This design comes from an exercise in tuning for small area and a short achievable clock period on the open sky130 flow, not from production work. Where RTL was checked, it was by simulation tests only, not by an equivalence proof against the original.

// debug_top
module debug_top #(
	parameter int ADDR_W = 6
) (
	input wire logic clk,
	input wire logic reset_i,
	input wire logic tck_i,
	input wire logic tms_i,
	input wire logic tdi_i,
	output logic tdo_o,
	input wire logic rx_bit_i,
	input wire logic rx_valid_i,
	input wire dbg_pkg::sample_t sample_i,
	input wire logic sample_valid_i
);
Size: roughly 1900 cells after synthesis, roughly 17 I/O pins.
export LEC_CHECK = 0
export CAP_MARGIN = 20
export CORE_MARGIN = 2
export CORE_UTILIZATION = 60
export CTS_BUF_LIST = sky130_fd_sc_hd__clkbuf_16
export CTS_CLUSTER_DIAMETER = 80
export CTS_CLUSTER_SIZE = 25
export SETUP_SLACK_MARGIN = 3.9
export SLEW_MARGIN = 20
create_clock -name core_clock -period 6.0 [get_ports {clk}]
run.sh (not shown) runs the stock make flow with config.mk's settings and CLKGATE_MAP_FILE= SYNTH_SCRIPT=/design/flow/synth_recipe.tcl, a recipe that flattens the netlist after the stock synthesis.
Edit:
--- a/flow/design.v
+++ b/flow/design.v
@@ -160,16 +160,20 @@
 	logic cap_arm_q;
 	logic rd_req_q;
 	logic [ADDR_W-1:0] rd_addr_q;
 	dbg_pkg::sample_t data_q;
 	logic wr_en_q;
 	logic cap_done_q;
 	dbg_pkg::count_t correct_q;
 	dbg_pkg::count_t total_q;
+	dbg_pkg::sample_t rd_cand_q [4];
+	logic [1:0] rd_hi_q;
+	logic rd_grant_q;
+	dbg_pkg::sample_t rd_fresh;
 	wire upd = rise_q && st_upd_dr;
 	wire rd_grant = rd_req_q && !wr_en_q;
 	always_ff @(posedge clk) begin
 		if (reset_i) begin
 			ctrl_q <= '0;
 			cap_arm_q <= 1'b0;
 			rd_req_q <= 1'b0;
 			rd_addr_q <= '0;
@@ -193,62 +197,54 @@
 			dr_cap[31:0] = dbg_pkg::IDCODE_VAL;
 		else if (is_ctrl)
 			dr_cap[7:0] = {ctrl_q, 1'b0};
 		else if (is_status)
 			dr_cap = {cap_done_q, correct_q, total_q};
 		else if (is_addr)
 			dr_cap[ADDR_W-1:0] = rd_addr_q;
 		else if (is_data)
-			dr_cap[7:0] = data_q;
+			dr_cap[7:0] = rd_grant_q ? rd_fresh : data_q;
 	end
 	dbg_pkg::sample_t mem [DEPTH];
 	dbg_pkg::sample_t wr_data_q;
 	logic cap_active_q;
 	logic [ADDR_W-1:0] wr_ptr_q;
-	logic [7:0] wr_grp_q;
-	for (genvar k = 0; k < DEPTH; k++) begin : g_row
-		always_ff @(posedge clk) begin
-			if (wr_grp_q[k / 8] && wr_ptr_q[2:0] == 3'(k % 8))
-				mem[k] <= wr_data_q;
-		end
-	end
-	dbg_pkg::sample_t rd_lvl [2*DEPTH-1];
-	for (genvar k = 0; k < DEPTH; k++) begin : g_leaf
-		assign rd_lvl[DEPTH-1+k] = mem[k];
-	end
-	for (genvar n = DEPTH - 2; n >= 0; n--) begin : g_node
-		localparam int D = $clog2(n + 2) - 1;
-		assign rd_lvl[n] = rd_addr_q[ADDR_W-1-D] ? rd_lvl[2*n+2] : rd_lvl[2*n+1];
-	end
-	always_ff @(posedge clk) begin
-		if (rd_grant)
-			data_q <= rd_lvl[0];
+	always_ff @(posedge clk) begin
+		if (wr_en_q)
+			mem[wr_ptr_q] <= wr_data_q;
+	end
+	for (genvar g = 0; g < 4; g++) begin : g_cand
+		always_ff @(posedge clk)
+			rd_cand_q[g] <= mem[{2'(g), rd_addr_q[3:0]}];
+	end
+	assign rd_fresh = rd_cand_q[rd_hi_q];
+	always_ff @(posedge clk) begin
+		rd_hi_q <= rd_addr_q[5:4];
+		rd_grant_q <= rd_grant;
+		if (rd_grant_q)
+			data_q <= rd_fresh;
 	end
 	wire cap_take = cap_active_q && sample_valid_i;
-	wire [ADDR_W-1:0] wr_ptr_inc = wr_ptr_q + 1'b1;
 	always_ff @(posedge clk) begin
 		wr_data_q <= sample_i;
 		if (reset_i) begin
 			cap_active_q <= 1'b0;
 			wr_ptr_q <= '1;
 			wr_en_q <= 1'b0;
-			wr_grp_q <= '0;
 			cap_done_q <= 1'b0;
 		end else begin
 			wr_en_q <= 1'b0;
-			wr_grp_q <= '0;
 			if (cap_arm_q) begin
 				cap_active_q <= 1'b1;
 				wr_ptr_q <= '1;
 				cap_done_q <= 1'b0;
 			end else if (cap_take) begin
 				wr_en_q <= 1'b1;
-				wr_grp_q[wr_ptr_inc[5:3]] <= 1'b1;
-				wr_ptr_q <= wr_ptr_inc;
+				wr_ptr_q <= wr_ptr_q + 1'b1;
 				if (wr_ptr_q == ADDR_W'(DEPTH - 2)) begin
 					cap_active_q <= 1'b0;
 					cap_done_q <= 1'b1;
 				end
 			end
 		end
 	end
 	logic [6:0] hist_q;
The changed run finished clean.
Area after synthesis rose slightly.
Global-route usage fell by 0.64 points.
Cell count fell by a few percent.
Setup slack improved by 0.21 ns.
Flip-flop and latch count rose by 27.
The RTL of the first run of this note was laid out without a check of its function.

## re-timing with driven ports
Ports are ideal in the flow. The routed layouts listed here were re-timed in OpenROAD. Step 1: set_driving_cell puts a clkbuf_16 on clk and a buf_2 on each other input, an assumption about the parent block. Step 2 adds t to the input delays and takes it off the output delays; t is the mean of the earliest and latest rising clock arrival at the registers after step 1. Input paths then give back, and output paths get back, about the clock's delay inside the block. Slacks: ideal ports / drivers / drivers and shift; pairs: ideal ports / drivers.
| run | t (ns) | setup slack, ns | worst setup path after step 2 | clock arrival spread, ns | worst data-port slew with drivers (ns) |
|---|---|---|---|---|---|
| the first run | 0.639 | 3.559 / 3.559 / 3.189 | input to register | 0.028 / 0.027 | 0.05 |
| the second run | 0.644 | 3.769 / 3.711 / 3.216 | input to register | 0.030 / 0.030 | 0.07 |
After both steps setup and hold are still met in every run listed. The setup slack of the second run, which loses most, moves by -0.058 ns with the drivers and by -0.553 ns with both steps.
